What follows belongs to an exercise in optimizing a design on an open flow for small area and a short achievable clock period; a production flow would make more cautious choices. Function was checked by simulation only, so behaviour that the tests miss may differ from the original. Power figures rest on the tool's default switching activity, not on a simulated workload.

### flow/run.sh
#!/bin/bash
# synth_recipe.tcl (not shown) runs the flow's synth.tcl, then flattens the netlist and writes it again
# the make line also repeats each setting of config.mk as NAME=value (left out here)
make -C /OpenROAD-flow-scripts/flow DESIGN_CONFIG=/design/flow/config.mk WORK_HOME=/design/flow/orfs CLKGATE_MAP_FILE= SYNTH_SCRIPT=/design/flow/synth_recipe.tcl finish
### flow/config.mk
export PLATFORM = sky130hd
export DESIGN_NAME = wide_mult_result_serializer
export DESIGN_NICKNAME = wide_mult_result_serializer
export VERILOG_FILES = /design/flow/design.v
export SDC_FILE = /design/flow/constraint.sdc
export NUM_CORES = 4
export LEC_CHECK = 0
export CAP_MARGIN = 20
export CORE_MARGIN = 2
export CORE_UTILIZATION = 40
export SLEW_MARGIN = 20
### flow/constraint.sdc
create_clock -name core_clock -period 5.5 [get_ports {clock}]
set_input_delay 1.1000 -clock core_clock [delete_from_list [all_inputs] [get_ports {clock}]]
set_output_delay 1.1000 -clock core_clock [all_outputs]
set_load 0.01 [all_outputs]
### flow/design.v
module wide_mult_result_serializer #(
  parameter int LATENCY = 7,
  parameter int DEPTH   = 8
) (
  input  logic         clock,
  input  logic         resetn,
  input  logic         start,
  input  logic [255:0] return_val,
  input  logic         clear,
  output logic [63:0]  out_data,
  output logic         out_valid,
  input  logic         out_ready,
  output logic         out_last,
  output logic [7:0]   out_tag,
  output logic [4:0]   fifo_count,
  output logic         overflow
);
  localparam int PW = $clog2(DEPTH);
  logic [LATENCY-1:0] tracker;
  logic [LATENCY-1:0] tracker_next;
  logic               capture;
  logic [263:0]       mem [DEPTH];
  logic [PW-1:0]      wr_ptr;
  logic [PW-1:0]      rd_ptr;
  logic [1:0]         beat;
  logic [7:0]         seq;
  logic [263:0]       head;
  logic [63:0]        word;
  logic               full;
  logic               pop;
  logic               wr_en;
  logic               drop;
  generate
    if (LATENCY > 1) begin : g_shift
      assign tracker_next = {tracker[LATENCY-2:0], start};
    end else begin : g_single
      assign tracker_next = start;
    end
  endgenerate
  assign capture = tracker[LATENCY-1];
  assign full    = (fifo_count == 5'(DEPTH));
  assign pop     = out_valid & out_ready & (beat == 2'd3);
  assign wr_en   = capture & (~full | pop);
  assign drop    = capture & full & ~pop;
  always_ff @(posedge clock or negedge resetn) begin
    if (!resetn) begin
      tracker    <= '0;
      wr_ptr     <= '0;
      rd_ptr     <= '0;
      beat       <= 2'd0;
      seq        <= 8'd0;
      fifo_count <= 5'd0;
      overflow   <= 1'b0;
    end else if (clear) begin
      tracker    <= '0;
      wr_ptr     <= '0;
      rd_ptr     <= '0;
      beat       <= 2'd0;
      seq        <= 8'd0;
      fifo_count <= 5'd0;
      overflow   <= 1'b0;
    end else begin
      tracker <= tracker_next;
      if (capture) seq <= seq + 8'd1;
      if (wr_en) wr_ptr <= wr_ptr + 1'b1;
      if (pop) rd_ptr <= rd_ptr + 1'b1;
      if (out_valid && out_ready) beat <= beat + 2'd1;
      if (wr_en && !pop) fifo_count <= fifo_count + 5'd1;
      else if (pop && !wr_en) fifo_count <= fifo_count - 5'd1;
      if (drop) overflow <= 1'b1;
    end
  end
  always_ff @(posedge clock) begin
    if (wr_en && !clear) mem[wr_ptr] <= {return_val, seq};
  end
  assign head = mem[rd_ptr];
  always_comb begin
    word = 64'd0;
    case (beat)
      2'd0: word = head[71:8];
      2'd1: word = head[135:72];
      2'd2: word = head[199:136];
      2'd3: word = head[263:200];
      default: word = 64'd0;
    endcase
  end
  assign out_valid = (fifo_count != 5'd0);
  assign out_data  = out_valid ? word : 64'd0;
  assign out_last  = out_valid & (beat == 2'd3);
  assign out_tag   = out_valid ? head[7:0] : 8'd0;
endmodule
==> flow_results.org <==
** Critical path
- WP data arrival :: approximately 4.2 ns
- The setup path with the least slack is of type reg -> out.
- The worst setup path is captured at an output pin.
- Along the worst path, the maximum fanout reaches 25.
- Critical Path Source Type :: flip-flop
- Critical path data required time :: 4.40 ns

** STA
- Number of max-slew violations in the final report :: 0
- Final TNS setup :: 0 ns
- Setup repair after global routing left no endpoint under its margin.
- Final critical path time including I/O delays and setup :: 5.29 ns
- Setup violations remaining at the end of the flow were counted as 0.
- Across all hold checks on the routed design, the worst slack comes to 0.458 ns.
- The worst path uses a little over nine tenths of the clock period.
- The count of endpoints failing hold in the final timing report was 0.
- Actual slew at the worst max-slew pin :: about 1 ns
- Relative slew slack :: 33.4%
- Derived from the worst setup path, the maximum achievable clock frequency is 0.189 GHz.
- Worst setup margin :: 0.211 ns
- Final Skew :: ~0.067 ns

** Route
- Routed wirelength normalized by instance count :: 28.5 um
- DRC errors left :: 0
- Initial DRC count :: approximately 3400
- Via count :: just under 40000
- Once detail routing completed, the nets flagged for antenna violations numbered 0.
- The first detailed-routing pass ran for 7 iterations.
- Post-detailed-route via-to-cell ratio :: roughly 5.6
- Overall routed net length :: between 150000 and 200000 um

** GRT
- Via count of the first global-routing pass :: just over 40000
- Global routing used a little under a fifth of the available tracks across all layers.
- Entering global routing, the biggest net connects ~110 pins.
- After global routing the overflow that remains totals 0.
- Wire length of the first global-routing pass :: ~290000 um
- The number of antenna violations at the first check in global routing is a little over 70.

** Power
- VDD sags by at most slightly above 0.3 mV.
- For this design the ratio of total power to cell area is between 300 and 400 nW/um^2.
- Total power :: 0.0352 W
- Leakage power :: roughly 30 nW

** Yosys
- Ys async rst share :: under 10%
- A synthesized cell averages 23.2 um^2.
- Most frequently used flop master after synthesis :: sky130_fd_sc_hd__edfxtp_1
- Synthesized Nets :: between 3000 and 4000
- After synthesis, flip-flops and latches occupy 77.8% of the total area.
- Post-synthesis cell count :: 3546
- Synth Cell Area :: 82400 um^2
- Seq cells post-synth :: between 2000 and 2500
- EDFF count, synth :: 2112
- Yosys mapped the design onto 52 distinct sky130hd cell types.
- For this run, the number of Yosys warnings is 1.

** Clocking
- For the worst-skew pair, the clock arrives at the later sink with an insertion delay of a little under 0.9 ns.
- In this run, post-CTS hold repair placed 0 buffers.
- Number of sinks on the clock net :: 2141
- TritonCTS built the clock tree.
- Number of levels in the clock H-tree :: 4
- In this run the clock root is driven by a sky130_fd_sc_hd__clkbuf_16.
- Clock transition at the registers of the reported paths :: approximately 0.06 ns
- Number of buffers created by CTS :: ~220
- The clock passes through at most 3 buffers.

** Cells and area
- Compared with the post-synthesis result, the final layout area differs by 17.8%.
- The post-route netlist has between 20% and 30% of its cells at a drive strength greater than 1.
- NumNets Final :: 4316

** Status
- The run finished with no timing, DRC or antenna violations.

** Job
- Max-cap violations in this run came to 0.

** Hold path
- The tightest min-delay check is of the reg -> reg type.

** Floorplan
- The initial utilization of the core area, before any placement, comes to between 40% and 50%.
- Floorplan die width :: about 460 um
- Num ports :: about 340
- Die area :: 210000 um^2
- Die outline height :: 458 um
- Core box area :: 205000 um^2
- Std-Cell Rows :: ~170

** Place
- Final weighted congestion in routability-driven placement :: around 0.71
- HPWL after detailed placement :: ~110000 um
- Setup Slack @ Placement :: between 0.9 and 1 ns
- Quantity of I/O buffers inserted on ports :: 340
-- synth_stat cells, drive strengths merged (3+ instances only) --
| cell type | n | area share (%) |
|---|---|---|
| a211oi | 4 | 0.042 |
| a21o | 3 | 0.027 |
| a21oi | 15 | 0.091 |
| a221oi | 124 | 1.8 |
| a31oi | 3 | 0.023 |
| a41oi | 3 | 0.032 |
| buf | 140 | 1.1 |
| clkbuf | 63 | 0.29 |
| dfrtp | 29 | 0.88 |
| edfxtp | 2112 | 77 |
| ha | 11 | 0.17 |
| inv | 8 | 0.036 |
| mux2 | 132 | 1.8 |
| mux2i | 193 | 2.3 |
| mux4 | 464 | 13 |
| nand2 | 91 | 0.41 |
| nand3 | 10 | 0.061 |
| nand3b | 4 | 0.036 |
| nor2 | 24 | 0.11 |
| nor2b | 13 | 0.099 |
| nor3 | 4 | 0.024 |
| o21ai | 4 | 0.024 |
| o221ai | 62 | 0.66 |
| xnor2 | 7 | 0.074 |
| xor2 | 4 | 0.042 |
-- power by group --
group	switching [W]	internal, W	leakage [nW]
sequential	0.0000328	0.0179	19.4
combinational	0.00178	0.00120	6.85
clock	0.00617	0.00805	3.40
total	0.00799	0.0272	29.6
-- critical path, cell delays in order (launching register included) --
cell and delay (ns):
sky130_fd_sc_hd__dfrtp_4 0.78, sky130_fd_sc_hd__buf_12 0.31, sky130_fd_sc_hd__buf_4 0.31, sky130_fd_sc_hd__mux4_2 0.53
sky130_fd_sc_hd__a221oi_1 0.55, sky130_fd_sc_hd__a221oi_1 0.16, sky130_fd_sc_hd__buf_4 0.21, sky130_fd_sc_hd__clkdlybuf4s50_1 0.47
-- final cells by class --
class                   instances  area [um^2]
multi-input cells            1195        17400
clock buffers                 282         5860
fillers                     16716       108000
inverters                       8         40.0
well taps                    2688         3360
diodes                         26         65.1
clock inverters               120         1080
flip-flops and latches       2141        64200
repair buffers                480         5140
-- final timing paths --
path / startpoint / slack [ns] / depth (start not counted) / endpoint
setup reg to reg: beat[0] / 1.50 / 8 / mem[7][186]
min in group asynchronous: resetn / 0.65 / 2 / fifo_count[2]
hold / removal: tracker[3] / 0.46 / 1 / tracker[4]
max in group asynchronous: resetn / 4.40 / 2 / rd_ptr[0]
setup / recovery: rd_ptr[0] / 0.21 / 7 / out_data[9]
hold reg to reg: tracker[3] / 0.46 / 1 / tracker[4]
-- stage by stage --
step | utilization, % | cells | area (um^2)
5_1_grt | 47.4 | 6929 | 97000
6_report | 47.4 | 6940 | 97100
2_1_floorplan | - | 3546 | 82500
3_5_place_dp | 43.9 | 6509 | 90000
3_3_place_gp | 43.9 | 6509 | 90000
4_1_cts | 47.3 | 6912 | 97000
-- metal layers --
metal / vias up / global-route usage [%] / wire length (um)
met5: - / 0 / 353
met4: 54 / 5.50 / 4690
met3: 350 / 4.20 / 12300
met2: 1148 / 31.6 / 99800
met1: 20749 / 24.3 / 80500
li1: 16299 / - / -
-- state kept, by name (all words and copies together) (netlist names) --
name	count
mem	2112
seq	8
tracker	7
fifo_count	5
rd_ptr	3
overflow	1
beat	2
wr_ptr	3
-- kinds of logic after synthesis --
| group | share of synthesized area (%) |
|---|---|
| compound gates | 2.77 |
| xor+xnor | 0.117 |
| fa+ha+maj | 0.191 |
| buf+inv | 1.42 |
| flops | 77.8 |
| mux | 16.8 |
| simple gates | 0.835 |
-- cells in the final DEF (no fill, tap or decap), types with 5 or more instances in the layout --
cell type | netlist | final
sky130_fd_sc_hd__clkinv_4 | 0 | 5
sky130_fd_sc_hd__clkinv_16 | 0 | 6
sky130_fd_sc_hd__mux2i_1 | 193 | 193
sky130_fd_sc_hd__a221oi_1 | 62 | 61
sky130_fd_sc_hd__clkbuf_8 | 0 | 8
sky130_fd_sc_hd__clkbuf_1 | 63 | 52
sky130_fd_sc_hd__nand3_1 | 10 | 8
sky130_fd_sc_hd__mux4_2 | 464 | 464
sky130_fd_sc_hd__a221oi_2 | 62 | 63
sky130_fd_sc_hd__inv_1 | 6 | 6
sky130_fd_sc_hd__mux2_2 | 125 | 125
sky130_fd_sc_hd__ha_1 | 11 | 7
sky130_fd_sc_hd__clkinv_1 | 0 | 39
sky130_fd_sc_hd__clkdlybuf4s50_1 | 0 | 340
sky130_fd_sc_hd__xnor2_1 | 7 | 7
sky130_fd_sc_hd__a21oi_1 | 15 | 15
sky130_fd_sc_hd__diode_2 | 0 | 26
sky130_fd_sc_hd__o221ai_1 | 62 | 62
sky130_fd_sc_hd__clkinv_2 | 0 | 47
sky130_fd_sc_hd__edfxtp_1 | 2112 | 2112
sky130_fd_sc_hd__bufinv_16 | 0 | 11
sky130_fd_sc_hd__nand2_1 | 91 | 88
sky130_fd_sc_hd__buf_12 | 1 | 53
sky130_fd_sc_hd__nor2b_1 | 13 | 11
sky130_fd_sc_hd__buf_4 | 23 | 86
sky130_fd_sc_hd__dfrtp_1 | 29 | 26
sky130_fd_sc_hd__clkbuf_16 | 0 | 222
sky130_fd_sc_hd__nor2_1 | 24 | 20
-- what timing repair did --
item,in CTS,in global routing
endpoints found under the setup margin,4,10
pin swaps,2,0
buffers inserted,1,1
resized for setup,1,0
cloned,0,1
hold endpoints to repair,0,0

## port drivers added, routing unchanged
No port has a modelled driver above. Below, the same layout with a new extraction and two added sets of constraints. Step 1: set_driving_cell puts a clkbuf_16 on clock and a buf_2 on each other input, an assumption about the parent block. Step 2 times the ports against the registers' clock, not the clock port: input delays grow and output delays shrink by t, the midpoint of the rising clock arrivals with the driver on. Slacks: ideal ports / drivers / drivers and shift; pairs: ideal ports / drivers.
t, ns: 0.920
slack for setup (ns): 0.211 / 0.129 / 1.050
latest minus earliest clock arrival (ns): 0.078 / 0.077
slew at the worst register clock pin (ns): 0.07 / 0.07
cell pins on the clock port's net: 1
After both steps this run still meets setup and hold. For this run, drivers alone change the setup slack by -0.082 ns; drivers and shift together by +0.839 ns.
